This is an optimization exercise on Yosys and OpenROAD, whose aim is small area, a short achievable clock period and few clock cycles per item, not a production implementation.
Function was checked by simulation only, so behaviour that the tests miss may differ from the original.

## mandel_engine
module mandel_engine #(
    parameter int BITS      = 16,
    parameter int ITER_BITS = 7
) (
    input  logic                   clk,
    input  logic                   rst_n,
    input  logic                   in_valid,
    output logic                   in_ready,
    input  logic signed [BITS-1:0] in_x,
    input  logic signed [BITS-1:0] in_y,
    input  logic                   julia_mode,
    input  logic signed [BITS-1:0] julia_cx,
    input  logic signed [BITS-1:0] julia_cy,
    input  logic [ITER_BITS-1:0]   max_iter,
    input  logic                   abort,
    output logic                   out_valid,
    input  logic                   out_ready,
    output logic [ITER_BITS-1:0]   out_iter,
    output logic                   out_escaped,
    output logic                   busy
);
    logic run_q, done_q;
    logic [6:0] iter_q, lim_q;
    logic signed [15:0] cx_q, cy_q;
    logic [15:0] zxn_q, zyn_q;
    logic [14:0] sxn_q, syn_q;
    logic [16:0] xn, yn;
    logic mesc;
  ...
==> module mandel_engine, before the edit <==
module mandel_engine #(
    parameter int BITS      = 16,
    parameter int ITER_BITS = 7
) (
    input  logic                   clk,
    input  logic                   rst_n,
    input  logic                   in_valid,
    output logic                   in_ready,
    input  logic signed [BITS-1:0] in_x,
    input  logic signed [BITS-1:0] in_y,
    input  logic                   julia_mode,
    input  logic signed [BITS-1:0] julia_cx,
    input  logic signed [BITS-1:0] julia_cy,
    input  logic [ITER_BITS-1:0]   max_iter,
    input  logic                   abort,
    output logic                   out_valid,
    input  logic                   out_ready,
    output logic [ITER_BITS-1:0]   out_iter,
    output logic                   out_escaped,
    output logic                   busy
);
    logic run_q, done_q;
    logic [6:0] iter_q, lim_q;
    logic signed [15:0] cx_q, cy_q;
    logic [15:0] zxn_q, zyn_q;
    logic [14:0] sxn_q, syn_q;
    logic [16:0] xn, yn;
    logic mesc;
    logic mesc_q, xh_q, yh_q, stop_q;
    mandel_dp u_dp (
        .zxn (zxn_q),
        .zyn (zyn_q),
        .cx  (cx_q),
        .cy  (cy_q),
        .xn  (xn),
        .yn  (yn),
        .mesc(mesc)
    );
    logic esc, big, fin, cyc, ckpt;
    assign esc  = mesc_q || (xh_q == zxn_q[15]) || (yh_q == zyn_q[15]);
    assign big  = (zxn_q[15] != zxn_q[14]) || (zyn_q[15] != zyn_q[14]);
    assign fin  = run_q && (esc || stop_q || big || cyc);
    assign cyc  = (zxn_q[14:0] == sxn_q) && (zyn_q[14:0] == syn_q) &&
                  (zxn_q[15] == zxn_q[14]) && (zyn_q[15] == zyn_q[14]) &&
                  (iter_q != '0);
    assign ckpt = ((iter_q & (iter_q - 7'd1)) == '0) || (iter_q[3:0] == '0);
    logic idle, accept;
    assign idle   = !run_q && !done_q;
    assign accept = idle && in_valid;
    always_ff @(posedge clk) begin
        if (!rst_n || abort) begin
            run_q  <= 1'b0;
            done_q <= 1'b0;
        end else if (accept) begin
            run_q  <= 1'b1;
        end else if (fin) begin
            run_q  <= 1'b0;
            done_q <= !out_ready;
        end else if (done_q && out_ready) begin
            done_q <= 1'b0;
        end
    end
    always_ff @(posedge clk) begin
        if (idle) begin
            zxn_q  <= ~in_x;
            zyn_q  <= ~in_y;
            xh_q   <= in_x[15];
            yh_q   <= in_y[15];
            mesc_q <= 1'b0;
        end else begin
            zxn_q  <= ~xn[15:0];
            zyn_q  <= ~yn[15:0];
            xh_q   <= xn[16];
            yh_q   <= yn[16];
            mesc_q <= mesc;
        end
    end
    always_ff @(posedge clk) begin
        if (accept) begin
            cx_q  <= julia_mode ? julia_cx : in_x;
            cy_q  <= julia_mode ? julia_cy : in_y;
            lim_q <= max_iter;
        end
    end
    always_ff @(posedge clk) begin
        if (run_q && ckpt) begin
            sxn_q <= zxn_q[14:0];
            syn_q <= zyn_q[14:0];
        end
    end
    logic oesc, esc_h, e1_h;
    logic [1:0] back;
    assign oesc = esc || (!stop_q && big);
    always_ff @(posedge clk) begin
        if (accept) begin
            iter_q <= '0;
            stop_q <= 1'b0;
        end else if (run_q) begin
            iter_q <= iter_q + 7'd1;
            stop_q <= iter_q == lim_q;
            esc_h  <= oesc;
            e1_h   <= esc;
        end
    end
    assign back        = run_q ? {1'b0, esc} : {e1_h, !e1_h};
    assign in_ready    = rst_n && idle;
    assign busy        = !idle;
    assign out_valid   = done_q || fin;
    assign out_escaped = run_q ? oesc : esc_h;
    assign out_iter    = out_escaped ? iter_q - {5'd0, back} : lim_q;
endmodule
export LEC_CHECK = 0
export CAP_MARGIN = 20
export CORE_MARGIN = 2
export CORE_UTILIZATION = 65
export CTS_BUF_LIST = sky130_fd_sc_hd__clkbuf_8
export PLACE_DENSITY = 0.75
export SLEW_MARGIN = 20
export SYNTH_HIERARCHICAL = 1
export SYNTH_MINIMUM_KEEP_SIZE = 0
create_clock -name core_clock -period 14.0 [get_ports {clk}]
standard.sh (not shown) runs the stock make flow with config.mk's settings and CLKGATE_MAP_FILE= SYNTH_SCRIPT=/design/flow/synth_recipe.tcl, a recipe that flattens the netlist after the stock synthesis.
==> flow/flow/run.sh <==
#!/bin/bash
# The standard layout (standard.sh), with the port buffers made from
# sky130_fd_sc_hd__buf_1 cells instead of the default choice of a delay
# buffer, clock tree synthesis without dummy loads, and gain-based buffering
# of high-fanout nets after global placement (flow/gain.tcl).
set -euo pipefail
export BUFFER_PORTS_ARGS="-buffer_cell sky130_fd_sc_hd__buf_1"
export CTS_ARGS="-sink_clustering_enable -repair_clock_nets -buf_list sky130_fd_sc_hd__clkbuf_8 -dont_use_dummy_load"
export POST_GLOBAL_PLACE_TCL="$(pwd)/flow/gain.tcl"
bash standard.sh > standard.log 2>&1
==> flow/flow/gain.tcl <==
# After global placement: registers that drive many loads get the
# strongest drive of their own cell type (dfxtp_1 -> dfxtp_4).
set n 0
foreach inst [get_cells *] {
  if {[get_property $inst ref_name] ne "sky130_fd_sc_hd__dfxtp_1"} { continue }
  set q [get_pins -of_objects $inst -filter "direction == output"]
  set loads [llength [get_pins -of_objects [get_nets -of_objects $q] -filter "direction == input"]]
  if {$loads >= 8} {
    replace_cell $inst sky130_fd_sc_hd__dfxtp_4
    incr n
  }
}
puts "gain.tcl: upsized $n registers"
Testbench counts at the start, summed over its fixed seeds: cycles 83,179, points 2,048.
Rerun with:
--- a/flow/design.v
+++ b/flow/design.v
@@ -19,33 +19,29 @@
     output logic                   out_escaped,
     output logic                   busy
 );
     logic run_q, done_q;
     logic [6:0] iter_q, lim_q;
     logic signed [15:0] cx_q, cy_q;
-    logic [15:0] zxn_q, zyn_q;
-    logic [14:0] sxn_q, syn_q;
+    logic [15:0] zxn_q, zyn_q, sxn_q, syn_q;
     logic [16:0] xn, yn;
     logic mesc;
     logic mesc_q, xh_q, yh_q, stop_q;
     mandel_dp u_dp (
         .zxn (zxn_q),
         .zyn (zyn_q),
         .cx  (cx_q),
         .cy  (cy_q),
         .xn  (xn),
         .yn  (yn),
         .mesc(mesc)
     );
-    logic esc, big, fin, cyc, ckpt;
+    logic esc, fin, cyc, ckpt;
     assign esc  = mesc_q || (xh_q == zxn_q[15]) || (yh_q == zyn_q[15]);
-    assign big  = (zxn_q[15] != zxn_q[14]) || (zyn_q[15] != zyn_q[14]);
-    assign fin  = run_q && (esc || stop_q || big || cyc);
-    assign cyc  = (zxn_q[14:0] == sxn_q) && (zyn_q[14:0] == syn_q) &&
-                  (zxn_q[15] == zxn_q[14]) && (zyn_q[15] == zyn_q[14]) &&
-                  (iter_q != '0);
+    assign fin  = run_q && (esc || stop_q || cyc);
+    assign cyc  = (zxn_q == sxn_q) && (zyn_q == syn_q) && (iter_q != '0);
     assign ckpt = ((iter_q & (iter_q - 7'd1)) == '0) || (iter_q[3:0] == '0);
     logic idle, accept;
     assign idle   = !run_q && !done_q;
     assign accept = idle && in_valid;
     always_ff @(posedge clk) begin
         if (!rst_n || abort) begin
@@ -81,36 +77,32 @@
             cy_q  <= julia_mode ? julia_cy : in_y;
             lim_q <= max_iter;
         end
     end
     always_ff @(posedge clk) begin
         if (run_q && ckpt) begin
-            sxn_q <= zxn_q[14:0];
-            syn_q <= zyn_q[14:0];
+            sxn_q <= zxn_q;
+            syn_q <= zyn_q;
         end
     end
-    logic oesc, esc_h, e1_h;
-    logic [1:0] back;
-    assign oesc = esc || (!stop_q && big);
+    logic esc_h;
     always_ff @(posedge clk) begin
         if (accept) begin
             iter_q <= '0;
             stop_q <= 1'b0;
         end else if (run_q) begin
             iter_q <= iter_q + 7'd1;
             stop_q <= iter_q == lim_q;
-            esc_h  <= oesc;
-            e1_h   <= esc;
+            esc_h  <= esc;
         end
     end
-    assign back        = run_q ? {1'b0, esc} : {e1_h, !e1_h};
     assign in_ready    = rst_n && idle;
     assign busy        = !idle;
     assign out_valid   = done_q || fin;
-    assign out_escaped = run_q ? oesc : esc_h;
-    assign out_iter    = out_escaped ? iter_q - {5'd0, back} : lim_q;
+    assign out_escaped = run_q ? esc : esc_h;
+    assign out_iter    = out_escaped ? iter_q + {6'b111111, !done_q} : lim_q;
 endmodule
 module mandel_dp (
     input  logic        [15:0] zxn,
     input  logic        [15:0] zyn,
     input  logic signed [15:0] cx,
     input  logic signed [15:0] cy,
The changed run went through all stages and came out clean.
Global-route usage goes up by 0.46 points.
Cell count hardly moves.
Flip-flop and latch count came out higher by 1.
Die area is about the same.
Synthesized area stays flat.
Setup slack improves by 150 ps.
Fmax is higher by a few percent.
Worst hold slack got worse by 31 ps.
Register-to-register slack is better by 150 ps.
Testbench counts after the change, summed over its fixed seeds: cycles 84,151, points 2,048.

[port drivers added, routing unchanged]
The flow's constraints put no driver on any port. The routed layouts listed below were extracted and timed again, unchanged, in two steps.
Step 1: set_driving_cell puts a clkbuf_16 on clk and a buf_2 on each other input, an assumption about the parent block.
Step 2 times the ports against the registers' clock, not the clock port: input delays grow and output delays shrink by t, the midpoint of the rising clock arrivals with the driver on.
a / b / c = no drivers / after step 1 / after step 2; a / b = the first two.
run | t (ns) | setup WS [ns] | worst hold slack (ns) | clock arrival spread, ns
the first run | 0.501 | 7.708 / 7.708 / 7.708 | 0.543 / 0.543 / 0.543 | 0.029 / 0.028
the second run | 0.486 | 7.855 / 7.855 / 7.855 | 0.512 / 0.512 / 0.512 | 0.027 / 0.027
After both steps setup and hold are still met in every run listed.
